This is an optimization exercise on Yosys and OpenROAD, whose aim is small area and a short achievable clock period, not a production implementation.
The RTL was checked by simulation tests, not by an equivalence proof against the original design.
No activity file was given, so power comes from the tool's default toggle rates.

`flow/run.sh`:
```
#!/bin/bash
# synth_recipe.tcl (not shown) runs the flow's synth.tcl, then flattens the netlist and writes it again
# the make line also repeats each setting of config.mk as NAME=value (left out here)
make -C /OpenROAD-flow-scripts/flow DESIGN_CONFIG=/design/flow/config.mk WORK_HOME=/design/flow/orfs CLKGATE_MAP_FILE= SYNTH_SCRIPT=/design/flow/synth_recipe.tcl finish
```
`flow/config.mk`:
```
export PLATFORM = sky130hd
export DESIGN_NAME = fmt_rx_deframer
export DESIGN_NICKNAME = fmt_rx_deframer
export VERILOG_FILES = /design/flow/design.v
export SDC_FILE = /design/flow/constraint.sdc
export NUM_CORES = 4
export LEC_CHECK = 0
export CAP_MARGIN = 20
export CORE_MARGIN = 2
export CORE_UTILIZATION = 40
export SLEW_MARGIN = 20
```
`flow/constraint.sdc`:
```
create_clock -name core_clock -period 10.0 [get_ports {clk_i}]
set_input_delay 2.0000 -clock core_clock [delete_from_list [all_inputs] [get_ports {clk_i}]]
set_output_delay 2.0000 -clock core_clock [all_outputs]
set_load 0.01 [all_outputs]
```
`flow/design.v`:
```
package fmt_rx_deframer_pkg;
  typedef enum logic [1:0] {
    RX_IDLE  = 2'd0,
    RX_GRANT = 2'd1,
    RX_WAIT  = 2'd2,
    RX_RECV  = 2'd3
  } rx_state_t;
  localparam int ERR_PROTO = 0;
  localparam int ERR_LEN   = 1;
  localparam int ERR_TMO   = 2;
  typedef struct packed {
    logic [1:0]  chid;
    logic        sop;
    logic        eop;
    logic [31:0] data;
  } rx_word_t;
  localparam int RX_WORD_W = 36;   
endpackage
module rx_store #(
  parameter int WIDTH = 35
) (
  input  logic             clk_i,
  input  logic             wen_i,
  input  logic [5:0]       wptr_i,
  input  logic [WIDTH-1:0] din_i,
  input  logic [5:0]       rptr_i,
  output logic [WIDTH-1:0] dout_o
);
  logic [WIDTH-1:0] mem [1:63];
  always_ff @(posedge clk_i)
    for (int v = 1; v < 64; v++)
      if (wen_i && wptr_i == 6'(v)) mem[v] <= din_i;
  always_comb begin
    dout_o = '0;
    for (int v = 1; v < 64; v++)
      dout_o = dout_o | (mem[v] & {WIDTH{rptr_i == 6'(v)}});
  end
endmodule
module fmt_rx_deframer
#(
  parameter int DEPTH   = 64,
  parameter int TIMEOUT = 8
) (
  input  logic                    clk_i,
  input  logic                    rstn_i,
  input  logic                    fmt_req_i,
  input  logic [1:0]              fmt_chid_i,
  input  logic [5:0]              fmt_length_i,
  input  logic [31:0]             fmt_data_i,
  input  logic                    fmt_start_i,
  input  logic                    fmt_end_i,
  output logic                    fmt_grant_o,
  output logic                    rx_vld_o,
  input  logic                    rx_rdy_i,
  output logic [31:0]             rx_data_o,
  output logic [1:0]              rx_chid_o,
  output logic                    rx_sop_o,
  output logic                    rx_eop_o,
  output logic [$clog2(DEPTH):0]  free_o,
  output logic [2:0]              err_o,
  input  logic                    err_clr_i,
  output logic [15:0]             pkt_cnt_o
);
  localparam int FW = $clog2(DEPTH) + 1;
  logic          s_idle, s_grant, s_wait, s_recv;
  logic [1:0]    chid_q;
  logic [2:0]    tmo_q;
  logic [FW-1:0] rsv_q, occ_q, free_q;
  logic          vld_q, occ1_q, full_q;
  logic [2:0]    err_q, err_new;
  logic [15:0]   pkt_cnt_q;
  logic [5:0]    wptr_q, rptr_q;
  logic [31:0]   hd_data_q;
  logic [1:0]    hd_chid_q;
  logic          hd_sop_q, hd_eop_q;
  logic          push, pop, last, len1, req_ok, tmo_hit;
  logic          in_head, mem_push, mem_pop, hd_clear;
  logic [FW-1:0] occ_d, rsv_d, free_d, gsub;
  logic [34:0]   wr_word, rd_word;
  assign tmo_hit = (tmo_q == 3'd7);
  assign len1    = (rsv_q == FW'(1));
  assign push    = (s_wait & fmt_start_i) | s_recv;
  assign last    = fmt_end_i | len1;
  assign pop     = rx_rdy_i & vld_q;
  assign gsub    = free_q - FW'(fmt_length_i);
  assign req_ok  = s_idle & fmt_req_i & (fmt_length_i != '0) & ~gsub[FW-1];
  assign err_new[0] = fmt_start_i & ~s_wait;
  assign err_new[1] = push & (fmt_end_i ^ len1);
  assign err_new[2] = s_wait & ~fmt_start_i & tmo_hit;
  assign in_head  = push & (~vld_q | (occ1_q & pop));
  assign mem_push = push & ~in_head;
  assign mem_pop  = pop & ~occ1_q;
  assign hd_clear = pop & occ1_q & ~push;
  assign wr_word = {chid_q, last, fmt_data_i};
  always_comb begin
    occ_d = occ_q;
    if (push & ~pop)      occ_d = occ_q + FW'(1);
    else if (~push & pop) occ_d = occ_q - FW'(1);
  end
  always_comb begin
    rsv_d = rsv_q;
    if (req_ok)                                rsv_d = FW'(fmt_length_i);
    else if (push)                             rsv_d = last ? '0 : rsv_q - FW'(1);
    else if (s_wait & tmo_hit)                 rsv_d = '0;
  end
  always_comb begin
    if (req_ok)
      free_d = gsub + FW'(pop);
    else if (push & last)
      free_d = free_q + rsv_q - FW'(1) + FW'(pop);
    else if (s_wait & ~fmt_start_i & tmo_hit)
      free_d = free_q + rsv_q + FW'(pop);
    else
      free_d = free_q + FW'(pop);
  end
  always_ff @(posedge clk_i or negedge rstn_i) begin
    if (!rstn_i) begin
      s_idle    <= 1'b1;
      s_grant   <= 1'b0;
      s_wait    <= 1'b0;
      s_recv    <= 1'b0;
      chid_q    <= '0;
      tmo_q     <= '0;
      rsv_q     <= '0;
      occ_q     <= '0;
      free_q    <= FW'(DEPTH);
      vld_q     <= 1'b0;
      occ1_q    <= 1'b0;
      full_q    <= 1'b0;
      err_q     <= '0;
      pkt_cnt_q <= '0;
      wptr_q    <= 6'd1;
      rptr_q    <= 6'd1;
    end else begin
      err_q  <= (err_clr_i ? 3'b000 : err_q) | err_new;
      rsv_q  <= rsv_d;
      occ_q  <= occ_d;
      free_q <= free_d;
      vld_q  <= (occ_d != '0);
      occ1_q <= (occ_d == FW'(1));
      full_q <= (occ_d == FW'(DEPTH));
      if (req_ok) chid_q <= fmt_chid_i;
      if (s_grant) tmo_q <= '0;
      else if (s_wait & ~fmt_start_i & ~tmo_hit) tmo_q <= tmo_q + 3'd1;
      if (push & last) pkt_cnt_q <= pkt_cnt_q + 16'd1;
      if (mem_push) wptr_q <= {wptr_q[4:0], wptr_q[5] ^ wptr_q[4]};
      if (mem_pop)  rptr_q <= {rptr_q[4:0], rptr_q[5] ^ rptr_q[4]};
      s_idle  <= (s_idle & ~req_ok) | (s_wait & ~fmt_start_i & tmo_hit) | (push & last);
      s_grant <= req_ok;
      s_wait  <= s_grant | (s_wait & ~fmt_start_i & ~tmo_hit);
      s_recv  <= push & ~last;
    end
  end
  always_ff @(posedge clk_i or negedge rstn_i) begin
    if (!rstn_i) begin
      hd_data_q <= '0;
      hd_chid_q <= '0;
      hd_sop_q  <= 1'b0;
      hd_eop_q  <= 1'b0;
    end else if (in_head) begin
      hd_data_q <= fmt_data_i;
      hd_chid_q <= chid_q;
      hd_sop_q  <= s_wait;
      hd_eop_q  <= last;
    end else if (mem_pop) begin
      hd_data_q <= rd_word[31:0];
      hd_chid_q <= rd_word[34:33];
      hd_sop_q  <= hd_eop_q;
      hd_eop_q  <= rd_word[32];
    end else if (hd_clear) begin
      hd_data_q <= '0;
      hd_chid_q <= '0;
      hd_sop_q  <= 1'b0;
      hd_eop_q  <= 1'b0;
    end
  end
  rx_store #(.WIDTH(35)) u_store (
    .clk_i  (clk_i),
    .wen_i  (~full_q),
    .wptr_i (wptr_q),
    .din_i  (wr_word),
    .rptr_i (rptr_q),
    .dout_o (rd_word)
  );
  assign fmt_grant_o = s_grant;
  assign rx_vld_o    = vld_q;
  assign rx_data_o   = hd_data_q;
  assign rx_chid_o   = hd_chid_q;
  assign rx_sop_o    = hd_sop_q;
  assign rx_eop_o    = hd_eop_q;
  assign free_o      = free_q;
  assign err_o       = err_q;
  assign pkt_cnt_o   = pkt_cnt_q;
endmodule
```
==> notes.md, run 1 <==
- Setup Skew: 0.0358 ns
- Design Power: 21.2 mW
- Post-route ant nets: 0
- Syn Inst Count: about 5k
- Reg2reg setup slack: 5.60 ns
- EDFF count, synth: 2205
- Rel. slew slack: 12.7%
- Crit Path Class: reg2reg
- Register area share after synthesis: 81.0%
- Setup ws final: 5.60 ns
- Cts repair resizes: 0
- # port buffers: 110
- Syn Nets: 4941
- Worst Hold Path EP: pkt_cnt_q[15]
- Clk pin slew, worst setup/hold paths: around 0.070 ns
- CTS buffer count: 216
- Critical Path Start Type: flip-flop
- Fraction of registers with async set/reset: 4.34%
- Routability cong.: 0.868
- Antenna violations before repair: 25
- Clock Latency Late Sink: 0.90 ns
- Fin cells: 8125
- R2R Path Start: rptr_q[0]
- Fin nets: between 5k and 6k
- VDD IR max: 0.000204 V
- Worst hold slack: between 0.4 and 0.5 ns
- Vias in the first global route: 50.4k
- #FFs+latches synth: 2305
- Slew Limit Fails: 0
- Setup bufs post-CTS: 0
- Cell total after placement: 7699
- Fmax: 0.227 GHz
- H-tree levels: 4
- Sw Share: 25.3%
- Leak pwr: 31.1 nW
- Fin Setup TNS: 0 ns
- Worst reg2reg endpoint: hd_data_q[2]
- CTS Buffer Depth: 3
- Synth Flop Type: edfxtp_1
- Largest net degree at the start of global routing: 67
- Buf+Inv Stages, Crit Path: 1
- Max stage delay cell, worst path: dfstp_2
- Hold_buf cts: 0
- Critical Path RT: 10.76 ns
- Status: finished clean
- Synth unique cells: 74
- Full die area: 216000 um2
- Worst-path fanout max: 28
- Drt total wl: 353 mm
- CP top delay family: simple AND/OR/NAND/NOR gates
- Hold Crit Depth: 1
- First-pass GRT wire length: 462 mm
- DR iter-0 viols: approximately 13k
- Synth Cell Area: 84800 um2
- Initial cell density of the core: 40.1%
- Worst-path cell chain: or3_1, nor2_4, buf_4, a2111oi_0, nand3_1, nor4_1, a31oi_1, a221o_1
- GRT Total Usage: 31.9%
- Clock power frac: 38.1%
- Share of layout cells above drive strength 1: ~12%
- Flop pwr share: between 50% and 60%
- Logic pwr share: 10.8%
- Placement Rows: 169
- Final instance area: 97300 um2
- Hold path startpoint: pkt_cnt_q[15]
- Fin. Hold Viols: 0
- Estimated wirelength of the detail-placed design: 176 mm
- Die width: 464 um
- Max cap viols: 0
- R2R depth: 8
- Ports: ~110
- Cell-internal power: 15.9 mW
- Area grow syn2layout: 14.8%
- Period utilisation layout: 44.0%
- Place WS: 4.88 ns
- Worst path arrival time: 5.17 ns
- CTS tree: yes
- GRT overflow: 0
- Die Y-Extent: 464 um
- Final setup vio count: 0
- Post-layout util: 46.0%
- Via count: 56.0k
- CP peak stage delay: between 0.6 and 0.7 ns
- Min-delay worst type: reg2reg
- Root Buffer Master: clkbuf_16
- Worst Tran Pin Value: between 1 and 1.5 ns
- PD cells: about 220 nW/um2
- Net Sw Power: 5.37 mW
- Synth warn: 3
- Vias/cell: around 6.9
- Post-place instance area: 90300 um2
- Fin crit period: 4.40 ns
- Core box area: between 200000 and 250000 um2
- Syn avg cell area: 17.5 um2
- Routed len/inst: 43.5 um
- DRC Markers: 0
- CTS Sinks: about 2.3k
- RSZ-0062 raised after global routing: no
- CP endpoint kind: flip-flop
- DRT Pass-1 Iters: 8
kinds of logic after synthesis:
kind of cell,synth area share [%]
xor+xnor,0.455
mux,0.162
fa+ha+maj,0.549
simple gates,5.43
buf+inv,1.36
flops,81.0
compound gates,11.0
state kept, by name (all words and copies together) (netlist names), 6 cells and up:
register and count:
hd_data_q 32, free_q 7, occ_q 7, rsv_q 7, u_store.mem 2205, rptr_q 6, wptr_q 6, pkt_cnt_q 16
worst max path at each step:
stage	from	endpoint	slack [ns]	cells past startpoint
final	rptr_q[0]	hd_data_q[2]	5.60	8
after floorplan	fmt_length_i[0]	rsv_q[4]	6.02	11
after global routing	fmt_length_i[0]	free_q[6]	5.56	12
after global placement	fmt_length_i[0]	free_q[6]	4.86	12
after CTS	vld_q	rx_vld_o	5.79	1
after detailed placement	fmt_length_i[0]	free_q[6]	4.88	12
metal layers:
metal / track usage (%) / routed length [um] / part of all wire [%]
met1: 41.9 / 117000 / 33
met2: 47.3 / 153000 / 43
met3: 9.73 / 59200 / 17
met4: 17.4 / 23800 / 6.7
met5: 0 / 51 / 0.014
layout make-up:
class / instances / area [um2]
well taps: 2821 / 3530
repair buffers: 264 / 2230
flip-flops and latches: 2305 / 68700
clock buffers: 286 / 5880
clock inverters: 117 / 938
multi-input cells: 2278 / 15800
fillers: 17945 / 114000
diodes: 20 / 50.0
inverters: 34 / 128
cells in the mapped netlist (all sizes together) (6+ instances only):
cell type / instances / area, um2
a222oi: 23 / 230
nand2: 365 / 1380
nor2b: 10 / 62.6
mux2i: 7 / 70.1
a22o: 21 / 184
a21o: 22 / 165
edfxtp: 2205 / 66200
dfrtp: 96 / 2400
nand3: 54 / 275
buf: 83 / 430
clkbuf: 158 / 593
xor2: 15 / 131
a21oi: 20 / 100
a221o: 11 / 110
nor2: 160 / 673
ha: 34 / 425
nand2b: 10 / 62.6
and4: 6 / 52.6
nor3b: 7 / 52.6
a22oi: 1046 / 7850
o21ai: 38 / 190
mux2: 6 / 67.6
inv: 34 / 128
xnor2: 29 / 254
nor3: 85 / 425
nand4: 134 / 838
a2111oi: 10 / 125
and3: 42 / 268
nor4: 48 / 300
a31oi: 15 / 93.8
power by group through the flow:
stage / combinational (mW) / sequential [mW] / clock (mW)
floorplan: 1.12 / 11.0 / 0
CTS: 2.21 / 10.8 / 8.05
global route: 2.37 / 10.8 / 8.41
global placement: 2.18 / 11.0 / 0
detailed placement: 2.21 / 11.0 / 0
finish: 2.29 / 10.8 / 8.09
cell usage in the layout, fill, tap and decap left out, types with 20 or more instances in the layout:
cell	netlist	layout
edfxtp_1	2205	2205
a22oi_1	1046	1046
nand2_1	360	360
clkbuf_16	0	220
buf_4	5	158
nand4_1	134	134
nor2_4	1	127
dfrtp_1	96	96
nor3_1	85	85
clkdlybuf4s50_1	0	77
nand3_1	53	53
clkbuf_1	158	53
nor4_1	48	48
clkinv_1	0	44
and3_1	41	41
clkinv_2	0	40
inv_1	34	34
ha_1	34	34
nor2_1	133	33
o21ai_0	31	31
xnor2_1	29	29
a222oi_1	23	23
a21o_1	22	22
buf_2	74	22
a22o_1	21	21
diode_2	0	20
==> run 2: changes to the inputs <==
==> flow/flow/run.sh (new file) <==
#!/bin/bash
export BUFFER_PORTS_ARGS="-buffer_cell sky130_fd_sc_hd__buf_4"
export SETUP_SLACK_MARGIN=6.8
bash standard.sh > standard.log 2>&1
==> flow/standard.sh (new file) <==
#!/bin/bash
# synth_recipe.tcl (not shown) runs the flow's synth.tcl, then flattens the netlist and writes it again
# the make line also repeats each setting of config.mk as NAME=value (left out here)
make -C /OpenROAD-flow-scripts/flow DESIGN_CONFIG=/design/flow/config.mk WORK_HOME=/design/flow/orfs CLKGATE_MAP_FILE= SYNTH_SCRIPT=/design/flow/synth_recipe.tcl "${@:-finish}"
--- a/flow/config.mk
+++ b/flow/config.mk
@@ -9,3 +9,5 @@
 export CORE_MARGIN = 2
-export CORE_UTILIZATION = 40
+export CORE_UTILIZATION = 65
+export CTS_CLUSTER_DIAMETER = 80
+export CTS_CLUSTER_SIZE = 25
 export SLEW_MARGIN = 20
removed: flow/run.sh
==> run 2 against run 1 <==
Against the previous run: clock skew rose by 0.0038 ns; hold slack improved by 0.017 ns; first-iteration DRC count is 3.6% higher; total power decreased by 13%; area after synthesis unchanged; clock-buffer cell count fell by 118; worst setup slack better by 0.94 ns; maximum frequency up 27%; sequential power about the same.
==> notes.md, run 2 <==
- Status: finished clean (unchanged)
- Worst-path fanout max: 2 (was 28)
- Vias/cell: 8.10 (was 6.89)
- Fmax: 0.289 GHz (was 0.227 GHz)
- CTS Buffer Depth: 3 (unchanged)
- Estimated wirelength of the detail-placed design: 169 mm (was 176 mm)
- CP peak stage delay: 0.51 ns (was 0.69 ns)
- Worst path arrival time: 1.46 ns (was 5.17 ns)
- Share of layout cells above drive strength 1: 14.9% (was 12.4%)
- Routed length on met1: 105 mm (was 117 mm)
- Synth Flop Type: edfxtp_1 (unchanged)
- # port buffers: 110 (unchanged)
- Top routing layer in use: met5 (unchanged)
- Fin nets: 5220 (was 5182)
- Adder-cell share of the synthesized area: 0.549% (unchanged)
- Fin crit period: 3.46 ns (was 4.40 ns)
- Logic pwr share: 13.4% (was 10.8%)
- CP Capture Point: rx_data_o[12] (was hd_data_q[2])
- Max stage delay cell, worst path: dfrtp_2 (was dfstp_2)
- #FFs+latches synth: 2305 (unchanged)
- PD cells: 196 nW/um2 (was 218 nW/um2)
- Net Sw Power: 4.78 mW (was 5.37 mW)
- Buf+Inv Stages, Crit Path: 1 (unchanged)
- DRT Pass-1 Iters: 10 (was 8)
- Area taken by multi-input logic gates: 16200 um2 (was 15800 um2)
- Leading area contributor after synthesis: edfxtp_1 (unchanged)
- DR iter-0 viols: 13.7k (was 13.2k)
- Most frequent cell after synthesis: edfxtp_1 (unchanged)
- Fraction of registers with async set/reset: 4.34% (unchanged)
- Crit Path Class: reg2out (was reg2reg)
- Met2 Wirelength: 140 mm (was 153 mm)
- Clock Latency Late Sink: 0.80 ns (was 0.90 ns)
- First-pass GRT wire length: 444 mm (was 462 mm)
- Cell-internal power: 13.6 mW (was 15.9 mW)
- Rel. slew slack: 9.89% (was 12.7%)
- Final instance area: 94100 um2 (was 97300 um2)
- Via count: 56.5k (was 56.0k)
- Flop pwr share: 58.6% (was 51.1%)
- DRC Markers: 0 (unchanged)
- Critical Path RT: 8.00 ns (was 10.76 ns)
- Routability cong.: 0.887 (was 0.868)
- EDFF count, synth: 2205 (unchanged)
- H-tree levels: 3 (was 4)
- Most common library cells after synthesis: 2205 x edfxtp_1, 1046 x a22oi_1, 360 x nand2_1 (unchanged)
- CTS tree: yes (unchanged)
- Initial cell density of the core: 65.5% (was 40.1%)
- Die Y-Extent: 365 um (was 464 um)
- Largest family of logic cells by synthesized area: compound AO/OA/AOI/OAI gates (unchanged)
- VDD IR max: 0.000162 V (was 0.000204 V)
- Critical Path Start Type: flip-flop (unchanged)
- Antenna violations before repair: 12 (was 25)
- Sequential Area: 68700 um2 (about the same)
- Post-route ant nets: 0 (unchanged)
- Top Registers: u_store.mem: 2205 flops, hd_data_q: 32 flops, pkt_cnt_q: 16 flops (unchanged)
- Die width: 365 um (was 464 um)
- Post-place instance area: 89100 um2 (was 90300 um2)
- Max reg flops: 2205 (unchanged)
- Post-synthesis xor/xnor area fraction: 0.455% (unchanged)
- CTS Sinks: 2305 (unchanged)
- Fin Setup TNS: 0 ns (unchanged)
- CP top delay family: flip-flops (was simple AND/OR/NAND/NOR gates)
- Met3 wire length: 68.3 mm (was 59.2 mm)
- Register area share after synthesis: 81.0% (unchanged)
- Synth Area in Compound Gates: 11.0% (unchanged)
- Yosys top cell area share: 78.1% (unchanged)
- Setup ws final: 6.54 ns (was 5.60 ns)
- Leak pwr: 30.4 nW (was 31.1 nW)
- Worst-path cell chain: buf_6 (was or3_1, nor2_4, buf_4, a2111oi_0, nand3_1, nor4_1, a31oi_1, a221o_1)
- CTS buffer count: 107 (was 216)
- Clock power frac: 28.0% (was 38.1%)
- Min-delay worst type: reg2reg (unchanged)
- Reg2reg setup slack: 6.57 ns (was 5.60 ns)
- Vias in the first global route: 50.4k (about the same)
- Largest net degree at the start of global routing: 69 (was 67)
- Slew Limit Fails: 0 (unchanged)
- Synth warn: 3 (unchanged)
- Worst reg2reg endpoint: hd_data_q[31] (was hd_data_q[2])
- R2R depth: 11 (was 8)
- GRT overflow: 0 (unchanged)
- Root Buffer Master: clkbuf_16 (unchanged)
- Post-synthesis simple-gate area fraction: 5.43% (unchanged)
- Placement Rows: 132 (was 169)
- Area grow syn2layout: 11.0% (was 14.8%)
- Setup Skew: 0.0396 ns (was 0.0358 ns)
- R2R Path Start: rptr_q[5] (was rptr_q[0])
- Mux contribution to synthesized area: 0.162% (unchanged)
- Place WS: 5.69 ns (was 4.88 ns)
- Syn avg cell area: 17.5 um2 (unchanged)
- FILL cells: 8038 (was 17.9k)
- Commonest non-fill, non-tap cell in the layout: edfxtp_1 (unchanged)
- Routed len/inst: 48.8 um (was 43.5 um)
- Worst setup path startpoint: hd_data_q[12] (was rptr_q[0])
- Fin. Hold Viols: 0 (unchanged)
- Area contributors post-synth: edfxtp_1 78%, a22oi_1 9.3%, dfrtp_1 2.8%, nand2_1 1.6%, nand4_1 0.99% (unchanged)
- Post-layout util: 72.7% (was 46.0%)
- Worst path depth: 1 (was 8)
- Drt total wl: 340 mm (was 353 mm)
- Clk pin slew, worst setup/hold paths: 0.10 ns (was 0.07 ns)
- Final setup vio count: 0 (unchanged)
- Period utilisation layout: 34.6% (was 44.0%)
- Synth Cell Area: 84800 um2 (unchanged)
- Most frequent cells in the layout: 2205 x edfxtp_1, 1043 x a22oi_1, 357 x nand2_1, 295 x buf_4, 134 x nand4_1 (was 2205 x edfxtp_1, 1046 x a22oi_1, 360 x nand2_1, 220 x clkbuf_16, 158 x buf_4)
- Synth unique cells: 74 (unchanged)
- CP endpoint kind: output port (was flip-flop)
- Ports: 111 (unchanged)
- Syn Inst Count: 4858 (unchanged)
- Top reg by flops: u_store.mem (unchanged)
- Max cap viols: 0 (unchanged)
- Worst Tran Pin Value: 1.35 ns (was 1.31 ns)
- RSZ-0062 raised after global routing: yes (was no)
- GRT Total Usage: 51.0% (was 31.9%)
- Sw Share: 26.0% (was 25.3%)
- Full die area: 133000 um2 (was 216000 um2)
- Core box area: 129000 um2 (was 211000 um2)
- Syn Nets: 4941 (unchanged)
## run 2: cell families after synthesis
logic type                 after synthesis
AOI/OAI and AO/OA                     1236
xor gates and xnor gates                44
adders and majority gates               36
buffers and inverters                  275
DFF                                   2305
muxes                                   13
and+or+nand+nor                        949
## run 2: final cells by class
class | count | area share [%]
diodes | 13 | 0.0346
clock buffers | 168 | 3.13
clock inverters | 23 | 0.307
inverters | 34 | 0.166
multi-input cells | 2279 | 17.2
flip-flops and latches | 2305 | 73.0
well taps | 1742 | 2.32
repair buffers | 407 | 3.81
repair inverters | 3 | 0.0199
## run 2: worst min-delay path by stage
stage,startpoint,endpoint,slack (ns),cells past startpoint
2_1_floorplan,occ_q[5],occ_q[5],0.47,1
3_5_place_dp,pkt_cnt_q[15],pkt_cnt_q[15],0.46,1
5_1_grt,s_idle,s_idle,0.53,2
4_1_cts,s_idle,s_idle,0.51,2
3_3_place_gp,pkt_cnt_q[15],pkt_cnt_q[15],0.47,1
6_report,s_idle,s_idle,0.50,2
## run 2: metal layers
layer | track usage [%] | vias up
met5 | 1.23 | -
met4 | 30.3 | 14
met3 | 21.8 | 1536
met2 | 70.6 | 6706
met1 | 67.7 | 27826
li1 | - | 20391
## run 2: what timing repair did
action	in CTS	in global routing
setup endpoints to repair	282	235
setup buffers	81	51
hold buffers	0	0
cloned	1	3
pin swaps	28	14
resized for setup	142	44
## run 2: per-stage QoR
step / hold slack [ns] / power (mW) / std cells
after floorplan: 0.471 / 12.1 / 4858
after CTS: 0.507 / 18.2 / 6907
final: 0.500 / 18.4 / 6974
after global placement: 0.465 / 13.1 / 6629
after detailed placement: 0.464 / 13.2 / 6634
after global routing: 0.535 / 18.7 / 6963
## run 2: power by group through the flow
stage	Combinational, mW	Clock (mW)	Sequential [mW]
3_3_place_gp	2.11	0	11.0
5_1_grt	2.54	5.39	10.8
2_1_floorplan	1.13	0	11.0
4_1_cts	2.29	5.09	10.8
6_report	2.47	5.15	10.8
3_5_place_dp	2.14	0	11.0
==> run 3: changes to the inputs <==
--- a/flow/design.v
+++ b/flow/design.v
@@ -25,3 +25,3 @@
   input  logic [WIDTH-1:0] din_i,
-  input  logic [5:0]       rptr_i,
+  input  logic [62:0]      rsel_i,
   output logic [WIDTH-1:0] dout_o
@@ -35,3 +35,3 @@
     for (int v = 1; v < 64; v++)
-      dout_o = dout_o | (mem[v] & {WIDTH{rptr_i == 6'(v)}});
+      dout_o = dout_o | (mem[v] & {WIDTH{rsel_i[v-1]}});
   end
@@ -67,3 +67,3 @@
   logic [2:0]    tmo_q;
-  logic [FW-1:0] rsv_q, occ_q, free_q;
+  logic [FW-1:0] rsv_q, room_q, free_q;
   logic          vld_q, occ1_q, full_q;
@@ -71,3 +71,4 @@
   logic [15:0]   pkt_cnt_q;
-  logic [5:0]    wptr_q, rptr_q;
+  logic [5:0]    wptr_q;
+  logic [62:0]   rsel_q;
   logic [31:0]   hd_data_q;
@@ -77,4 +78,9 @@
   logic          in_head, mem_push, mem_pop, hd_clear;
-  logic [FW-1:0] occ_d, rsv_d, free_d, gsub;
+  logic [FW-1:0] room_d, rsv_d, free_d, gsub0, gsub1;
+  logic          rel;
   logic [34:0]   wr_word, rd_word;
+  logic [62:0]   rsel_nxt;
+  always_comb
+    for (int v = 1; v < 64; v++)
+      rsel_nxt[((v << 1) & 63 | ((v >> 5) ^ (v >> 4)) & 1) - 1] = rsel_q[v-1];
   assign tmo_hit = (tmo_q == 3'd7);
@@ -84,4 +90,3 @@
   assign pop     = rx_rdy_i & vld_q;
-  assign gsub    = free_q - FW'(fmt_length_i);
-  assign req_ok  = s_idle & fmt_req_i & (fmt_length_i != '0) & ~gsub[FW-1];
+  assign req_ok  = s_idle & fmt_req_i & (fmt_length_i != '0) & ~gsub0[FW-1];
   assign err_new[0] = fmt_start_i & ~s_wait;
@@ -94,6 +99,14 @@
   assign wr_word = {chid_q, last, fmt_data_i};
+  assign rel = push & last | s_wait & ~fmt_start_i & tmo_hit;
   always_comb begin
-    occ_d = occ_q;
-    if (push & ~pop)      occ_d = occ_q + FW'(1);
-    else if (~push & pop) occ_d = occ_q - FW'(1);
+    room_d = room_q;
+    if (push & ~pop)      room_d = room_q - FW'(1);
+    else if (~push & pop) room_d = room_q + FW'(1);
+  end
+  assign gsub0 = room_q - FW'(fmt_length_i);
+  assign gsub1 = room_q + FW'(1) - FW'(fmt_length_i);
+  always_comb begin
+    if (req_ok)       free_d = pop ? gsub1 : gsub0;
+    else if (rel) free_d = room_d;
+    else              free_d = pop ? free_q + FW'(1) : free_q;
   end
@@ -101,15 +114,5 @@
     rsv_d = rsv_q;
-    if (req_ok)                                rsv_d = FW'(fmt_length_i);
-    else if (push)                             rsv_d = last ? '0 : rsv_q - FW'(1);
-    else if (s_wait & tmo_hit)                 rsv_d = '0;
-  end
-  always_comb begin
-    if (req_ok)
-      free_d = gsub + FW'(pop);
-    else if (push & last)
-      free_d = free_q + rsv_q - FW'(1) + FW'(pop);
-    else if (s_wait & ~fmt_start_i & tmo_hit)
-      free_d = free_q + rsv_q + FW'(pop);
-    else
-      free_d = free_q + FW'(pop);
+    if (req_ok)        rsv_d = FW'(fmt_length_i);
+    else if (rel)  rsv_d = '0;
+    else if (push)     rsv_d = rsv_q - FW'(1);
   end
@@ -124,3 +127,3 @@
       rsv_q     <= '0;
-      occ_q     <= '0;
+      room_q    <= FW'(DEPTH);
       free_q    <= FW'(DEPTH);
@@ -132,3 +135,3 @@
       wptr_q    <= 6'd1;
-      rptr_q    <= 6'd1;
+      rsel_q    <= 63'd1;
     end else begin
@@ -136,7 +139,7 @@
       rsv_q  <= rsv_d;
-      occ_q  <= occ_d;
+      room_q <= room_d;
       free_q <= free_d;
-      vld_q  <= (occ_d != '0);
-      occ1_q <= (occ_d == FW'(1));
-      full_q <= (occ_d == FW'(DEPTH));
+      vld_q  <= (room_d != FW'(DEPTH));
+      occ1_q <= (room_d == FW'(DEPTH - 1));
+      full_q <= (room_d == '0);
       if (req_ok) chid_q <= fmt_chid_i;
@@ -146,3 +149,3 @@
       if (mem_push) wptr_q <= {wptr_q[4:0], wptr_q[5] ^ wptr_q[4]};
-      if (mem_pop)  rptr_q <= {rptr_q[4:0], rptr_q[5] ^ rptr_q[4]};
+      if (mem_pop)  rsel_q <= rsel_nxt;
       s_idle  <= (s_idle & ~req_ok) | (s_wait & ~fmt_start_i & tmo_hit) | (push & last);
@@ -181,3 +184,3 @@
     .din_i  (wr_word),
-    .rptr_i (rptr_q),
+    .rsel_i (rsel_q),
     .dout_o (rd_word)
==> flow/flow/run.sh (replaced) <==
#!/bin/bash
export BUFFER_PORTS_ARGS="-buffer_cell sky130_fd_sc_hd__buf_4"
export SETUP_SLACK_MARGIN=6.5
bash standard.sh > standard.log 2>&1
==> run 3 against run 2 <==
Against the previous run: maximum frequency shrank 2.2%; synthesized cell count shrank 5.9%; register-to-register slack lost 0.11 ns; sequential cell count grew 57; clock-buffer cell count shrank 2; largest power group unchanged; cell area shrank 1.3%; combinational power shrank 77%; clock skew shrank 0.0022 ns.
==> notes.md, run 3 <==
- Status: finished clean (unchanged)
- CP endpoint kind: flip-flop (was output port)
- Fmax: 0.283 GHz (was 0.289 GHz)
- Synth unique cells: 61 (was 74)
- Post-synthesis simple-gate area fraction: 3.34% (was 5.43%)
- Hold Crit Depth: 1 (was 2)
- Die Y-Extent: 367 um (was 365 um)
- H-tree levels: 3 (unchanged)
- Routed len/inst: 52.5 um (was 48.8 um)
- Area grow syn2layout: 8.56% (was 11.0%)
- Clk pin slew, worst setup/hold paths: 0.09 ns (was 0.10 ns)
- Leading area contributor after synthesis: edfxtp_1 (unchanged)
- Register area share after synthesis: 82.0% (was 81.0%)
- Critical Path RT: 10.61 ns (was 8.00 ns)
- Met1 usage: 67.9% (was 67.7%)
- Adder-cell share of the synthesized area: 0.412% (was 0.549%)
- Worst Hold Path EP: pkt_cnt_q[15] (was s_idle)
- # port buffers: 110 (unchanged)
- Synth Area in Compound Gates: 12.2% (was 11.0%)
- DRT Pass-1 Iters: 7 (was 10)
- Antenna violations before repair: 15 (was 12)
- CTS Buffer Depth: 3 (unchanged)
- Fin. Hold Viols: 0 (unchanged)
- Initial cell density of the core: 65.3% (was 65.5%)
- Buf+Inv Stages, Crit Path: 1 (unchanged)
- EDFF count, synth: 2205 (unchanged)
- Max reg flops: 2205 (unchanged)
- GRT Total Usage: 50.4% (was 51.0%)
- Max stage delay cell, worst path: nor4_1 (was dfrtp_2)
- Yosys top cell area share: 77.4% (was 78.1%)
- Area contributors post-synth: edfxtp_1 77%, a22o_1 5.4%, a221oi_1 5.4%, dfrtp_1 4.4%, nand4_1 1.1% (was edfxtp_1 78%, a22oi_1 9.3%, dfrtp_1 2.8%, nand2_1 1.6%, nand4_1 0.99%)
- DRC Markers: 0 (unchanged)
- Post-synthesis xor/xnor area fraction: 0.384% (was 0.455%)
- RSZ-0062 raised after global routing: no (was yes)
- Post-route ant nets: 0 (unchanged)
- Commonest non-fill, non-tap cell in the layout: edfxtp_1 (unchanged)
- DR iter-0 viols: 13.7k (about the same)
- R2R Path Start: rsel_q[59] (was rptr_q[5])
- Die width: 367 um (was 365 um)
- Top Registers: u_store.mem: 2205 flops, rsel_q: 63 flops, hd_data_q: 32 flops (was u_store.mem: 2205 flops, hd_data_q: 32 flops, pkt_cnt_q: 16 flops)
- Post-layout util: 70.9% (was 72.7%)
- Rel. slew slack: 13.3% (was 9.89%)
- Fin nets: 4744 (was 5220)
- VDD IR max: 0.000173 V (was 0.000162 V)
- Period utilisation layout: 35.4% (was 34.6%)
- Leak pwr: 29.5 nW (was 30.4 nW)
- CTS buffer count: 107 (unchanged)
- Placement Rows: 133 (was 132)
- CP peak stage delay: 1.08 ns (was 0.51 ns)
- Root Buffer Master: clkbuf_16 (unchanged)
- Most frequent cells in the layout: 2205 x edfxtp_1, 526 x a22o_1, 525 x a221oi_1, 273 x buf_4, 227 x nand2_1 (was 2205 x edfxtp_1, 1043 x a22oi_1, 357 x nand2_1, 295 x buf_4, 134 x nand4_1)
- Mux contribution to synthesized area: 0.235% (was 0.162%)
- R2R depth: 6 (was 11)
- Worst reg2reg endpoint: hd_data_q[5] (was hd_data_q[31])
- Full die area: 135000 um2 (was 133000 um2)
- CTS Sinks: 2362 (was 2305)
- GRT overflow: 0 (unchanged)
- Max cap viols: 0 (unchanged)
- Synth warn: 3 (unchanged)
- PD cells: 178 nW/um2 (was 196 nW/um2)
- First-pass GRT wire length: 443 mm (was 444 mm)
- Critical Path Start Type: flip-flop (unchanged)
- Largest family of logic cells by synthesized area: compound AO/OA/AOI/OAI gates (unchanged)
- GR Layer Usage met3: 19.4% (was 21.8%)
- Estimated wirelength of the detail-placed design: 178 mm (was 169 mm)
- #FFs+latches synth: 2362 (was 2305)
- Worst Tran Pin Value: 1.29 ns (was 1.35 ns)
- Syn Inst Count: 4569 (was 4858)
- Reg2reg setup slack: 6.46 ns (was 6.57 ns)
- Min-delay worst type: reg2reg (unchanged)
- Slew Limit Fails: 0 (unchanged)
- Syn Nets: 4643 (was 4941)
- Top reg by flops: u_store.mem (unchanged)
- Final setup vio count: 0 (unchanged)
- Worst-path cell chain: buf_4, a22o_1, a221oi_1, nand4_1, nor4_1, o21ai_0 (was buf_6)
- Synth Cell Area: 85600 um2 (was 84800 um2)
- Gr busiest metal: met2 (unchanged)
- Worst-path fanout max: 20 (was 2)
- Hold path startpoint: pkt_cnt_q[15] (was s_idle)
- Worst path arrival time: 4.15 ns (was 1.46 ns)
- Setup Skew: 0.0373 ns (was 0.0396 ns)
- Most frequent cell after synthesis: edfxtp_1 (unchanged)
- CTS tree: yes (unchanged)
- Crit Path Class: reg2reg (was reg2out)
- Share of layout cells above drive strength 1: 12.6% (was 14.9%)
- Largest net degree at the start of global routing: 68 (was 69)
- Syn avg cell area: 18.7 um2 (was 17.5 um2)
- Routability cong.: 0.897 (was 0.887)
- Drt total wl: 342 mm (was 340 mm)
- Fraction of registers with async set/reset: 6.65% (was 4.34%)
- Vias/cell: 8.51 (was 8.10)
- Met2 GRT Util: 71.6% (was 70.6%)
- Synth Flop Type: edfxtp_1 (unchanged)
- Via count: 55.4k (was 56.5k)
- Core box area: 131000 um2 (was 129000 um2)
- CP top delay family: simple AND/OR/NAND/NOR gates (was flip-flops)
- Most common library cells after synthesis: 2205 x edfxtp_1, 526 x a22o_1, 525 x a221oi_1 (was 2205 x edfxtp_1, 1046 x a22oi_1, 360 x nand2_1)
- Vias in the first global route: 48.6k (was 50.4k)
- Fin crit period: 3.54 ns (was 3.46 ns)
- Ports: 111 (unchanged)
- Clock Latency Late Sink: 0.80 ns (about the same)
- Fin Setup TNS: 0 ns (unchanged)
==> run 3: changes by cell type after synthesis, sizes merged, moves of 21 or more <==
cell and change:
a21o -21, a22oi -1008, nor3 -78, dfrtp +56, a221oi +524, nand2 -138
a22o +505, nand3 -35, buf +53, and3 -32, nor2 -64
==> run 3: metrics by stage <==
step	instance area, um2	hold WS, ns	instances	worst slack, ns	total power [mW]
2_1_floorplan	85700	0.439	4569	6.26	11.4
3_3_place_gp	89400	0.464	6303	5.32	11.6
3_5_place_dp	89600	0.470	6311	5.26	11.6
4_1_cts	92800	0.485	6495	6.51	16.5
5_1_grt	92900	0.507	6498	6.51	16.9
6_report	92900	0.482	6508	6.46	16.6
==> run 3: metal layers <==
layer  vias to the layer above  part of all wire [%]
li1                      19441                     -
met1                     27862                    31
met2                      6509                    42
met3                      1549                    19
met4                        12                   7.7
met5                         -                 0.076
==> run 3: final cells by class <==
class	count	area (um2)
Fill cell	8270	38200
Sequential cell	2362	70200
Timing Repair Buffer	288	2370
Multi-Input combinational cell	1889	14800
Antenna cell	10	25.0
Clock buffer	166	3010
Timing Repair inverter	1	5.00
Tap cell	1755	2200
Clock inverter	16	175
Inverter	21	95.1
==> run 3: report_power, final <==
group	internal (mW)	leakage, nW	switching (mW)	total (mW)
registers	10.8	21.6	0.0554	10.9
logic	0.185	6.37	0.373	0.558
clock network	2.14	1.54	3.02	5.15
total	13.1	29.5	3.44	16.6
==> run 3: worst max path at each step <==
stage,startpoint,end,slack (ns),depth (start not counted)
2_1_floorplan,fmt_length_i[0],chid_q[0],6.26,8
6_report,rsel_q[59],hd_data_q[5],6.46,6
4_1_cts,free_q[6],free_o[6],6.51,1
3_3_place_gp,fmt_end_i,free_q[5],5.32,7
5_1_grt,hd_data_q[20],rx_data_o[20],6.51,1
3_5_place_dp,fmt_end_i,free_q[5],5.26,7
==> run 3: repair_timing <==
item	in CTS	in global routing
setup endpoints to repair	25	85
gates cloned	1	0
gates resized for setup	4	4
setup buffers	1	0
hold buffers	0	0
==> run 3: cell families (layout without fill, tap and decap cells) <==
family,Yosys count,in the layout
compound gates,1226,1226
mux,19,19
simple gates,582,582
xor+xnor,35,35
flops,2362,2362
fa+ha+maj,27,27
buf+inv,318,492
other cells,0,10
==> run 4: changes to the inputs <==
==> flow/flow/run.sh (replaced) <==
#!/bin/bash
export BUFFER_PORTS_ARGS="-buffer_cell sky130_fd_sc_hd__buf_4"
export SETUP_SLACK_MARGIN=6.8
bash standard.sh > standard.log 2>&1
==> run 4 against run 3 <==
Against the previous run: clock-buffer cell count is the same; utilization is 0.81 points higher; first-iteration DRC count up 1.4%; wire length grew 0.80%.
==> notes.md, run 4 <==
- # port buffers: 110 (unchanged)
- Leak pwr: 30.0 nW (was 29.5 nW)
- Die width: 367 um (unchanged)
- Top Registers: u_store.mem: 2205 flops, rsel_q: 63 flops, hd_data_q: 32 flops (unchanged)
- Full die area: 135000 um2 (unchanged)
- Drt total wl: 344 mm (was 342 mm)
- GRT Total Usage: 50.6% (was 50.4%)
- Top reg by flops: u_store.mem (unchanged)
- Synth unique cells: 61 (unchanged)
- Synth Cell Area: 85600 um2 (unchanged)
- Buf+Inv Stages, Crit Path: 1 (unchanged)
- Period utilisation layout: 35.1% (was 35.4%)
- CTS tree: yes (unchanged)
- Most common library cells after synthesis: 2205 x edfxtp_1, 526 x a22o_1, 525 x a221oi_1 (unchanged)
- Fin crit period: 3.51 ns (was 3.54 ns)
- Leading area contributor after synthesis: edfxtp_1 (unchanged)
- Synth warn: 3 (unchanged)
- Area contributors post-synth: edfxtp_1 77%, a22o_1 5.4%, a221oi_1 5.4%, dfrtp_1 4.4%, nand4_1 1.1% (unchanged)
- EDFF count, synth: 2205 (unchanged)
- Core box area: 131000 um2 (unchanged)
- Status: finished clean (unchanged)
- RSZ-0062 raised after global routing: yes (was no)
- PD cells: 177 nW/um2 (was 178 nW/um2)
- Slew Limit Fails: 0 (unchanged)
- Antenna violations before repair: 15 (unchanged)
- Fraction of registers with async set/reset: 6.65% (unchanged)
- Estimated wirelength of the detail-placed design: 178 mm (unchanged)
- Area grow syn2layout: 9.80% (was 8.56%)
- Placement Rows: 133 (unchanged)
- CP peak stage delay: 0.54 ns (was 1.08 ns)
- Die Y-Extent: 367 um (unchanged)
- Worst-path fanout max: 2 (was 20)
- Ports: 111 (unchanged)
- DRT Pass-1 Iters: 10 (was 7)
- Share of layout cells above drive strength 1: 14.8% (was 12.6%)
- Syn Inst Count: 4569 (unchanged)
- Vias in the first global route: 49.3k (was 48.6k)
- FILL cells: 8166 (was 8270)
- VDD IR max: 0.000172 V (was 0.000173 V)
- Fin nets: 4839 (was 4744)
- Sequential Area: 70300 um2 (was 70200 um2)
- Commonest non-fill, non-tap cell in the layout: edfxtp_1 (unchanged)
- Fin. Hold Viols: 0 (unchanged)
- Post-layout util: 71.7% (was 70.9%)
- Setup Skew: 0.0325 ns (was 0.0373 ns)
- Post-place instance area: 89600 um2 (unchanged)
- CP endpoint kind: output port (was flip-flop)
- Max stage delay cell, worst path: dfrtp_2 (was nor4_1)
- Most frequent cell after synthesis: edfxtp_1 (unchanged)
- Vias/cell: 8.46 (was 8.51)
- Syn avg cell area: 18.7 um2 (unchanged)
- Register area share after synthesis: 82.0% (unchanged)
- Synth Flop Type: edfxtp_1 (unchanged)
- GRT overflow: 0 (unchanged)
- Worst hold slack: 0.483 ns (was 0.482 ns)
- Critical Path RT: 8.00 ns (was 10.61 ns)
- Rel. slew slack: 13.0% (was 13.3%)
- Root Buffer Master: clkbuf_16 (unchanged)
- Syn Nets: 4643 (unchanged)
- Via count: 55.9k (was 55.4k)
- Post-route ant nets: 0 (unchanged)
- Most frequent cells in the layout: 2205 x edfxtp_1, 526 x a22o_1, 525 x a221oi_1, 295 x buf_4, 227 x nand2_1 (was 2205 x edfxtp_1, 526 x a22o_1, 525 x a221oi_1, 273 x buf_4, 227 x nand2_1)
- Final setup vio count: 0 (unchanged)
- CTS buffer count: 107 (unchanged)
- Area taken by multi-input logic gates: 14900 um2 (was 14800 um2)
- H-tree levels: 3 (unchanged)
- #FFs+latches synth: 2362 (unchanged)
- Fmax: 0.285 GHz (was 0.283 GHz)
- DR iter-0 viols: 13.9k (was 13.7k)
- Max cap viols: 0 (unchanged)
- Worst path arrival time: 1.51 ns (was 4.15 ns)
- Fin cells: 6606 (was 6508)
- Largest net degree at the start of global routing: 68 (unchanged)
- Final instance area: 94000 um2 (was 92900 um2)
- Clk pin slew, worst setup/hold paths: 0.10 ns (was 0.09 ns)
- Worst Tran Pin Value: 1.31 ns (was 1.29 ns)
- Routed len/inst: 52.1 um (was 52.5 um)
- Cell total after placement: 6311 (unchanged)
- Crit Path Class: reg2out (was reg2reg)
- Worst-path cell chain: buf_6 (was buf_4, a22o_1, a221oi_1, nand4_1, nor4_1, o21ai_0)
- CTS Buffer Depth: 3 (unchanged)
- Initial cell density of the core: 65.3% (unchanged)
- Routability cong.: 0.897 (unchanged)
- DRC Markers: 0 (unchanged)
- Fin Setup TNS: 0 ns (unchanged)
- CTS Sinks: 2362 (unchanged)
- Min-delay worst type: reg2reg (unchanged)
- Max reg flops: 2205 (unchanged)
- Hold_buf cts: 0 (unchanged)
- First-pass GRT wire length: 445 mm (was 443 mm)
- Yosys top cell area share: 77.4% (unchanged)
- CP top delay family: flip-flops (was simple AND/OR/NAND/NOR gates)
- Clock Latency Late Sink: 0.81 ns (was 0.80 ns)
- Critical Path Start Type: flip-flop (unchanged)
-- run 4: cell counts after synthesis --
Identical to the previous run, type by type.
-- run 4: metal layers --
| layer | global-route usage (%) | wire length, um | vias up |
|---|---|---|---|
| li1 | - | - | 19655 |
| met1 | 68.4 | 107000 | 28066 |
| met2 | 71.5 | 144000 | 6624 |
| met3 | 18.8 | 65700 | 1537 |
| met4 | 29.2 | 27600 | 14 |
| met5 | 0.641 | 202 | - |
-- run 4: cells by family (layout without fill, tap and decap cells) --
| kind of cell | after synthesis | count (layout) | share of synthesized area [%] |
|---|---|---|---|
| other | 0 | 13 | 0 |
| buffers and inverters | 318 | 583 | 1.45 |
| xor gates and xnor gates | 35 | 35 | 0.384 |
| and+or+nand+nor | 582 | 583 | 3.34 |
| DFF | 2362 | 2362 | 82.0 |
| muxes | 19 | 22 | 0.235 |
| adders and majority gates | 27 | 27 | 0.412 |
| AOI/OAI and AO/OA | 1226 | 1226 | 12.2 |
-- run 4: final cells by class --
cell class                 count  area share [%]
antenna                       13          0.0346
sequential                  2362            74.8
clock buffer                 166            3.20
clock inverter                16           0.186
inverter                      21           0.101
multi-input combinational   1893            15.9
timing repair inverter         2          0.0107
tap                         1755            2.34
timing repair buffer         378            3.50
-- run 4: path summary, 6_finish.rpt --
check                                    from             endpoint  slack [ns]  depth (start not counted)
worst max-delay path            hd_data_q[20]        rx_data_o[20]        6.49                          1
worst min-delay path                   s_idle               s_idle        0.48                          2
worst max register to register         full_q  u_store.mem[50][19]        6.63                          3
worst min register to register         s_idle               s_idle        0.48                          2
max in group asynchronous              rstn_i           rsel_q[35]        6.99                          3
min in group asynchronous              rstn_i        pkt_cnt_q[15]        1.22                          1
-- run 4: timing repair --
item                                    in CTS  in global routing
setup buffers                               59                 34
pin swaps                                   18                 10
gates cloned                                 4                  2
gates resized for setup                     92                 13
endpoints found under the setup margin     559                378
-- run 4: through the flow --
| step | power [mW] | setup slack [ns] |
|---|---|---|
| after floorplan | 11.4 | 6.26 |
| after global placement | 11.6 | 5.32 |
| after detailed placement | 11.6 | 5.26 |
| after CTS | 16.5 | 6.52 |
| after global routing | 16.9 | 6.50 |
| final | 16.6 | 6.49 |
-- run 4: worst reg2reg max path, stage by stage (launching register included) --
cell      delay [ns]
dfrtp_1         0.50
nand2b_2        0.68
nor2_4          1.08
buf_4           0.68
-- run 4: where the power goes --
| part | leakage (nW) | internal, mW | switching, mW |
|---|---|---|---|
| Clock | 1.54 | 2.13 | 3.02 |
| Sequential | 21.6 | 10.8 | 0.0515 |
| Combinational | 6.93 | 0.216 | 0.405 |
==> run 5: changes to the inputs <==
==> flow/flow/run.sh (replaced) <==
#!/bin/bash
export BUFFER_PORTS_ARGS="-buffer_cell sky130_fd_sc_hd__buf_4"
export SETUP_SLACK_MARGIN=6.7
bash standard.sh > standard.log 2>&1
--- a/flow/config.mk
+++ b/flow/config.mk
@@ -9,3 +9,3 @@
 export CORE_MARGIN = 2
-export CORE_UTILIZATION = 65
+export CORE_UTILIZATION = 70
 export CTS_CLUSTER_DIAMETER = 80
==> run 5 against run 4 <==
Against the previous run: critical path type is now reg2reg; total power fell by 0.29%; highest routed layer unchanged; utilization grew 5.2 points; area after synthesis stayed put; largest cell class unchanged; critical endpoint is now u_store.mem[21][15].
==> notes.md, run 5 <==
- Status: finished clean (unchanged)
- Slew Limit Fails: 0 (unchanged)
- Yosys top cell area share: 77.4% (unchanged)
- Leading area contributor after synthesis: edfxtp_1 (unchanged)
- CP peak stage delay: 0.97 ns (was 0.54 ns)
- Worst Tran Pin Value: 1.43 ns (was 1.31 ns)
- Worst-path fanout max: 24 (was 2)
- Place WS: 5.27 ns (was 5.26 ns)
- #FFs+latches synth: 2362 (unchanged)
- Antenna violations before repair: 19 (was 15)
- Commonest non-fill, non-tap cell in the layout: edfxtp_1 (unchanged)
- Final setup vio count: 0 (unchanged)
- Area contributors post-synth: edfxtp_1 77%, a22o_1 5.4%, a221oi_1 5.4%, dfrtp_1 4.4%, nand4_1 1.1% (unchanged)
- First-pass GRT wire length: 437 mm (was 445 mm)
- Rel. slew slack: 4.31% (was 13.0%)
- DR iter-0 viols: 14.4k (was 13.9k)
- Most frequent cell after synthesis: edfxtp_1 (unchanged)
- Drt total wl: 336 mm (was 344 mm)
- Vias/cell: 8.70 (was 8.46)
- Top reg by flops: u_store.mem (unchanged)
- Root Buffer Master: clkbuf_16 (unchanged)
- Fin. Hold Viols: 0 (unchanged)
- Largest net degree at the start of global routing: 68 (unchanged)
- Leak pwr: 29.8 nW (was 30.0 nW)
- Worst path arrival time: 3.93 ns (was 1.51 ns)
- Post-route ant nets: 0 (unchanged)
- Min-delay worst type: reg2reg (unchanged)
- # port buffers: 110 (unchanged)
- GRT overflow: 0 (unchanged)
- Via count: 56.3k (was 55.9k)
- Period utilisation layout: 35.5% (was 35.1%)
- Max cap viols: 0 (unchanged)
- Post-layout util: 76.8% (was 71.7%)
- Routability cong.: 0.904 (was 0.897)
- Max stage delay cell, worst path: nor2_4 (was dfrtp_2)
- Placement Rows: 128 (was 133)
- PD cells: 177 nW/um2 (about the same)
- GRT Total Usage: 53.3% (was 50.6%)
- Syn Nets: 4643 (unchanged)
- DRT Pass-1 Iters: 7 (was 10)
- Setup Skew: 0.0353 ns (was 0.0325 ns)
- Synth Cell Area: 85600 um2 (unchanged)
- Fraction of registers with async set/reset: 6.65% (unchanged)
- Fmax: 0.281 GHz (was 0.285 GHz)
- Estimated wirelength of the detail-placed design: 173 mm (was 178 mm)
- Full die area: 125000 um2 (was 135000 um2)
- Most frequent cells in the layout: 2205 x edfxtp_1, 526 x a22o_1, 525 x a221oi_1, 282 x buf_4, 227 x nand2_1 (was 2205 x edfxtp_1, 526 x a22o_1, 525 x a221oi_1, 295 x buf_4, 227 x nand2_1)
- Ports: 111 (unchanged)
- VDD IR max: 0.000169 V (was 0.000172 V)
- Critical Path RT: 10.38 ns (was 8.00 ns)
- Post-place instance area: 89300 um2 (was 89600 um2)
- Synth warn: 3 (unchanged)
- CTS Buffer Depth: 3 (unchanged)
- CTS tree: yes (unchanged)
- Crit Path Class: reg2reg (was reg2out)
- Area grow syn2layout: 9.12% (was 9.80%)
- Fin Setup TNS: 0 ns (unchanged)
- Setup ws final: 6.45 ns (was 6.49 ns)
- Fin nets: 4808 (was 4839)
- Core box area: 122000 um2 (was 131000 um2)
- Synth Flop Type: edfxtp_1 (unchanged)
- EDFF count, synth: 2205 (unchanged)
- Syn avg cell area: 18.7 um2 (unchanged)
- Share of layout cells above drive strength 1: 14.1% (was 14.8%)
- Top Registers: u_store.mem: 2205 flops, rsel_q: 63 flops, hd_data_q: 32 flops (unchanged)
- CP endpoint kind: flip-flop (was output port)
- Final instance area: 93400 um2 (was 94000 um2)
- FILL cells: 6714 (was 8166)
- Max reg flops: 2205 (unchanged)
- CTS buffer count: 106 (was 107)
- DRC Markers: 0 (unchanged)
- CTS Sinks: 2362 (unchanged)
- Most common library cells after synthesis: 2205 x edfxtp_1, 526 x a22o_1, 525 x a221oi_1 (unchanged)
- Syn Inst Count: 4569 (unchanged)
- Vias in the first global route: 50.1k (was 49.3k)
- H-tree levels: 3 (unchanged)
- Critical Path Start Type: flip-flop (unchanged)
- Register area share after synthesis: 82.0% (unchanged)
- Hold_buf cts: 0 (unchanged)
- Clock Latency Late Sink: 0.77 ns (was 0.81 ns)
- Fin crit period: 3.55 ns (was 3.51 ns)
- Clk pin slew, worst setup/hold paths: 0.11 ns (was 0.10 ns)
- Worst-path cell chain: inv_1, ha_1, nand2b_2, nor2_4, buf_4 (was buf_6)
- Synth unique cells: 61 (unchanged)
- Die width: 354 um (was 367 um)
- Initial cell density of the core: 70.4% (was 65.3%)
- RSZ-0062 raised after global routing: yes (unchanged)
- Routed len/inst: 51.9 um (was 52.1 um)
- Die Y-Extent: 354 um (was 367 um)
## run 5: changes by cell type in the layout (fill, tap and decap cells not counted), sizes merged
cell and delta:
nor2 +1, buf -30, clkbuf +24, clkinvlp +1, mux2 -1, bufinv -1, diode +3, inv -4
## run 5: report_power, final
| part | internal (mW) | leakage (nW) | switching, mW |
|---|---|---|---|
| registers | 10.8 | 21.5 | 0.0542 |
| clock network | 2.11 | 1.51 | 3.00 |
| logic | 0.211 | 6.71 | 0.396 |
| total | 13.1 | 29.8 | 3.45 |
## run 5: path summary, 6_finish.rpt
kind	start	end	slack, ns	depth (start not counted)
min in group asynchronous	rstn_i	pkt_cnt_q[15]	1.27	1
max reg2reg	wptr_q[5]	u_store.mem[21][15]	6.45	5
min reg2reg	s_idle	s_idle	0.48	2
min	s_idle	s_idle	0.48	2
max in group asynchronous	rstn_i	rsel_q[60]	6.86	3
max	wptr_q[5]	u_store.mem[21][15]	6.45	5
## run 5: per-layer routing
layer | track usage, % | vias to the layer above | share of wire [%] | wire length [um]
li1 | - | 19596 | - | -
met1 | 71.1 | 27518 | 30 | 100000
met2 | 72.6 | 7298 | 41 | 136000
met3 | 23.2 | 1876 | 21 | 69200
met4 | 33.8 | 18 | 8.9 | 29700
met5 | 0.679 | - | 0.085 | 284
## run 5: what timing repair did
item / 4_1_cts / 5_1_grt
setup buffers: 38 / 35
setup endpoints to repair: 149 / 293
pin swaps: 2 / 15
endpoints found under the hold margin: 0 / 0
gates resized for setup: 78 / 15
gates cloned: 2 / 4
## run 5: kinds of logic (layout without fill, tap and decap cells)
family                     Yosys count  in the layout  synth area share, %
and+or+nand+nor                    582            584                 3.34
AOI/OAI and AO/OA                 1226           1226                 12.2
muxes                               19             21                0.235
adders and majority gates           27             27                0.412
xor gates and xnor gates            35             35                0.384
DFF                               2362           2362                 82.0
other                                0             16                    0
buffers and inverters              318            573                 1.45
## run 5: layout make-up
cell class	count	area, um2	share of cell area (%)
Sequential cell	2362	70300	75.2
Multi-Input combinational cell	1893	14900	15.9
Clock buffer	190	3050	3.27
Timing Repair Buffer	348	2920	3.13
Tap cell	1625	2030	2.18
Clock inverter	12	134	0.143
Inverter	21	95.1	0.102
Antenna cell	16	40.0	0.0429
Timing Repair inverter	2	10.0	0.0107
## run 5: metrics by stage
step	total power, mW	instances	hold WS, ns
finish	16.6	6469	0.484
global route	16.9	6453	0.520
CTS	16.5	6414	0.485
detailed placement	11.6	6172	0.469
global placement	11.6	6168	0.463
floorplan	11.4	4569	0.439
## run 5: worst max-delay path, delay by kind of cell (launching register included)
kind / cells / cell delay (ns)
adder cells (fa/ha/maj): 1 / 0.17
AND/OR/NAND/NOR: 2 / 1.51
buffers and inverters: 2 / 1.01
flip-flops: 1 / 0.43
==> run 6: changes to the inputs <==
==> flow/run.sh (new file) <==
#!/bin/bash
# synth_recipe.tcl (not shown) runs the flow's synth.tcl, then flattens the netlist and writes it again
# the make line also repeats each setting of config.mk as NAME=value (left out here)
make -C /OpenROAD-flow-scripts/flow DESIGN_CONFIG=/design/flow/config.mk WORK_HOME=/design/flow/orfs CLKGATE_MAP_FILE= SYNTH_SCRIPT=/design/flow/synth_recipe.tcl finish
--- a/flow/config.mk
+++ b/flow/config.mk
@@ -9,5 +9,6 @@
 export CORE_MARGIN = 2
-export CORE_UTILIZATION = 70
+export CORE_UTILIZATION = 65
 export CTS_CLUSTER_DIAMETER = 80
 export CTS_CLUSTER_SIZE = 25
+export SETUP_SLACK_MARGIN = 5
 export SLEW_MARGIN = 20
removed: flow/flow/run.sh
removed: flow/standard.sh
==> run 6 against run 5 <==
Against the previous run: still clean; final cell count up 0.97%; worst setup slack got worse by 0.59 ns; die area rose by 7.6%; wire length is 1.3% higher; sequential share of layout area is 0.35 points higher; sequential power about the same; maximum frequency is 14% lower; area after synthesis is the same; critical path depth decreased by 4; sequential cell count stayed put; critical path type is now reg2out; largest cell class unchanged.
==> notes.md, run 6 <==
- R2R Path Start: rsel_q[61] (was wptr_q[5])
- Register area share after synthesis: 82.0% (unchanged)
- DRT Pass-1 Iters: 8 (was 7)
- PD cells: 180 nW/um2 (was 177 nW/um2)
- Area grow syn2layout: 8.58% (was 9.12%)
- Largest family of logic cells by synthesized area: compound AO/OA/AOI/OAI gates (unchanged)
- Synth warn: 3 (unchanged)
- Final setup vio count: 0 (unchanged)
- Max reg flops: 2205 (unchanged)
- Fin nets: 4738 (was 4808)
- EDFF count, synth: 2205 (unchanged)
- CTS Sinks: 2362 (unchanged)
- Vias in the first global route: 48.9k (was 50.1k)
- Syn Inst Count: 4569 (unchanged)
- CP endpoint kind: output port (was flip-flop)
- Period utilisation layout: 41.5% (was 35.5%)
- Adder-cell share of the synthesized area: 0.412% (unchanged)
- DR iter-0 viols: 13.3k (was 14.4k)
- Fin Setup TNS: 0 ns (unchanged)
- Largest net degree at the start of global routing: 74 (was 68)
- GRT overflow: 0 (unchanged)
- Worst reg2reg endpoint: hd_chid_q[1] (was u_store.mem[21][15])
- Estimated wirelength of the detail-placed design: 172 mm (was 173 mm)
- Buf+Inv Stages, Crit Path: 1 (was 2)
- Worst-path cell chain: clkdlybuf4s50_1 (was inv_1, ha_1, nand2b_2, nor2_4, buf_4)
- Clock Latency Late Sink: 0.79 ns (was 0.77 ns)
- Min-delay worst type: reg2reg (unchanged)
- Post-layout util: 70.9% (was 76.8%)
- Initial cell density of the core: 65.3% (was 70.4%)
- CP top delay family: flip-flops (was simple AND/OR/NAND/NOR gates)
- Most common library cells after synthesis: 2205 x edfxtp_1, 526 x a22o_1, 525 x a221oi_1 (unchanged)
- Worst Hold Path EP: s_idle (unchanged)
- #FFs+latches synth: 2362 (unchanged)
- Antenna violations before repair: 23 (was 19)
- Synth Cell Area: 85600 um2 (unchanged)
- Root Buffer Master: clkbuf_16 (unchanged)
- Area contributors post-synth: edfxtp_1 77%, a22o_1 5.4%, a221oi_1 5.4%, dfrtp_1 4.4%, nand4_1 1.1% (unchanged)
- FILL cells: 8289 (was 6714)
- VDD IR max: 0.000174 V (was 0.000169 V)
- Reg2reg setup slack: 6.27 ns (was 6.45 ns)
- CTS buffer count: 108 (was 106)
- Most frequent cells in the layout: 2205 x edfxtp_1, 526 x a22o_1, 525 x a221oi_1, 227 x nand2_1, 168 x buf_4 (was 2205 x edfxtp_1, 526 x a22o_1, 525 x a221oi_1, 282 x buf_4, 227 x nand2_1)
- Cts repair resizes: 0 (was 78)
- CP peak stage delay: 0.71 ns (was 0.97 ns)
- Hold path startpoint: s_idle (unchanged)
- Core box area: 131000 um2 (was 122000 um2)
- Crit Path Class: reg2out (was reg2reg)
- # port buffers: 110 (unchanged)
- Share of layout cells above drive strength 1: 10.5% (was 14.1%)
- Synth unique cells: 61 (unchanged)
- Critical Path Start Type: flip-flop (unchanged)
- Fin crit period: 4.15 ns (was 3.55 ns)
- Ports: 111 (unchanged)
- DRC Markers: 0 (unchanged)
- Critical Path RT: 8.00 ns (was 10.38 ns)
- Die width: 367 um (was 354 um)
- R2R depth: 7 (was 5)
- Die Y-Extent: 367 um (was 354 um)
- Max cap viols: 0 (unchanged)
- Synth Flop Type: edfxtp_1 (unchanged)
- Synth Area in Compound Gates: 12.2% (unchanged)
- Status: finished clean (unchanged)
- Yosys top cell area share: 77.4% (unchanged)
- Slew Limit Fails: 0 (unchanged)
- Routability cong.: 0.879 (was 0.904)
- Vias/cell: 8.48 (was 8.70)
- Syn Nets: 4643 (unchanged)
- First-pass GRT wire length: 444 mm (was 437 mm)
- CTS tree: yes (unchanged)
- Full die area: 135000 um2 (was 125000 um2)
- Mux contribution to synthesized area: 0.235% (unchanged)
- Fin. Hold Viols: 0 (unchanged)
- H-tree levels: 3 (unchanged)
- Setup Skew: 0.0370 ns (was 0.0353 ns)
- CTS Buffer Depth: 3 (unchanged)
- Worst path arrival time: 2.15 ns (was 3.93 ns)
- Commonest non-fill, non-tap cell in the layout: edfxtp_1 (unchanged)
- Syn avg cell area: 18.7 um2 (unchanged)
- Placement Rows: 133 (was 128)
- GRT Total Usage: 50.2% (was 53.3%)
- Hold Crit Depth: 2 (unchanged)
- Top reg by flops: u_store.mem (unchanged)
- Routed len/inst: 52.1 um (was 51.9 um)
- RSZ-0062 raised after global routing: no (was yes)
- Post-synthesis xor/xnor area fraction: 0.384% (unchanged)
- Rel. slew slack: 11.4% (was 4.31%)
- Setup bufs post-CTS: 0 (was 38)
- Via count: 55.4k (was 56.3k)
- Leak pwr: 29.3 nW (was 29.8 nW)
- Max stage delay cell, worst path: dfrtp_1 (was nor2_4)
- Drt total wl: 340 mm (was 336 mm)
- Post-route ant nets: 0 (unchanged)
- Worst Tran Pin Value: 1.33 ns (was 1.43 ns)
- Most frequent cell after synthesis: edfxtp_1 (unchanged)
- Clk pin slew, worst setup/hold paths: 0.10 ns (was 0.11 ns)
- Top Registers: u_store.mem: 2205 flops, rsel_q: 63 flops, hd_data_q: 32 flops (unchanged)
- Fraction of registers with async set/reset: 6.65% (unchanged)
- Fmax: 0.241 GHz (was 0.281 GHz)
- Hold_buf cts: 0 (unchanged)
- Worst-path fanout max: 3 (was 24)
- Post-synthesis simple-gate area fraction: 3.34% (unchanged)
- Leading area contributor after synthesis: edfxtp_1 (unchanged)
## run 6: cell counts after synthesis
Identical to the previous run, type by type.
## run 6: logic make-up after synthesis
family,after synthesis
compound gates,1226
simple gates,582
buf+inv,318
fa+ha+maj,27
xor+xnor,35
flops,2362
mux,19
## run 6: power breakdown
part,switching [mW],total [mW],leakage [nW],internal [mW]
Clock,3.08,5.29,1.59,2.22
Sequential,0.0575,10.9,21.6,10.8
Combinational,0.376,0.557,6.11,0.181
## run 6: final cells by class
class | instances | area [um2] | share of cell area (%)
multi-input combinational | 1889 | 14700 | 15.8
clock inverter | 15 | 193 | 0.207
sequential | 2362 | 70200 | 75.6
clock buffer | 190 | 3160 | 3.40
tap | 1755 | 2200 | 2.36
inverter | 21 | 78.8 | 0.0848
timing repair buffer | 282 | 2310 | 2.49
antenna | 18 | 45.0 | 0.0485
## run 6: worst max path at each step
stage                                from  cells past startpoint  slack (ns)           end
after floorplan                 fmt_end_i                      7        6.00     free_q[5]
after global placement    fmt_length_i[0]                      8        5.24     chid_q[0]
after detailed placement  fmt_length_i[0]                      9        5.13     free_q[0]
after CTS                 fmt_length_i[0]                      9        5.92     free_q[0]
after global routing      fmt_length_i[0]                      9        5.68     free_q[0]
final                        hd_data_q[1]                      1        5.85  rx_data_o[1]
## run 6: layer usage
layer	wire (um)	track usage [%]	vias up
li1	-	-	19471
met1	107000	68.6	27833
met2	144000	71.2	6610
met3	64300	17.7	1436
met4	25200	28.4	22
met5	156	0	-
## run 6: metrics by stage
stage	hold WS, ns	std cells	cell area, um2	setup slack (ns)	power (mW)
after floorplan	0.439	4569	85600	6.00	11.4
after global placement	0.451	6305	89400	5.24	11.6
after detailed placement	0.458	6309	89500	5.13	11.6
after CTS	0.473	6514	92900	5.92	16.6
after global routing	0.496	6514	92900	5.68	17.0
final	0.473	6532	92900	5.85	16.7

port drivers added, routing unchanged:
How much do the figures lean on ideal ports? The routed layouts below were timed once more, with nothing changed but the port constraints. Step 1, drivers: a clkbuf_16 drives clk_i and a buf_2 each remaining input, both assumed. Step 2, shift: input delay + t, output delay - t, t = (earliest + latest rising clock arrival at the registers) / 2. This alone moves slack from input paths to output paths. Three values: ideal ports, drivers, drivers and shift; two values: the first two.
| run | t, ns | slack for setup (ns) | hold WS [ns] | cell pins on the clock port's net |
|---|---|---|---|---|
| run 1 | 0.957 | 5.599 / 5.599 / 4.921 | 0.483 / 0.483 / 0.483 | 1 |
| run 2 | 0.858 | 6.538 / 6.457 / 5.880 | 0.500 / 0.500 / 0.500 | 1 |
| run 3 | 0.861 | 6.461 / 6.414 / 5.812 | 0.482 / 0.482 / 0.482 | 1 |
| run 4 | 0.874 | 6.491 / 6.409 / 6.000 | 0.483 / 0.483 / 0.483 | 1 |
| run 5 | 0.838 | 6.445 / 6.434 / 5.885 | 0.484 / 0.484 / 0.484 | 1 |
| run 6 | 0.854 | 5.855 / 5.770 / 5.106 | 0.473 / 0.473 / 0.473 | 1 |
After both steps setup and hold are still met in every run listed. For run 6, which loses most, drivers alone change the setup slack by -0.085 ns; drivers and shift together by -0.749 ns.
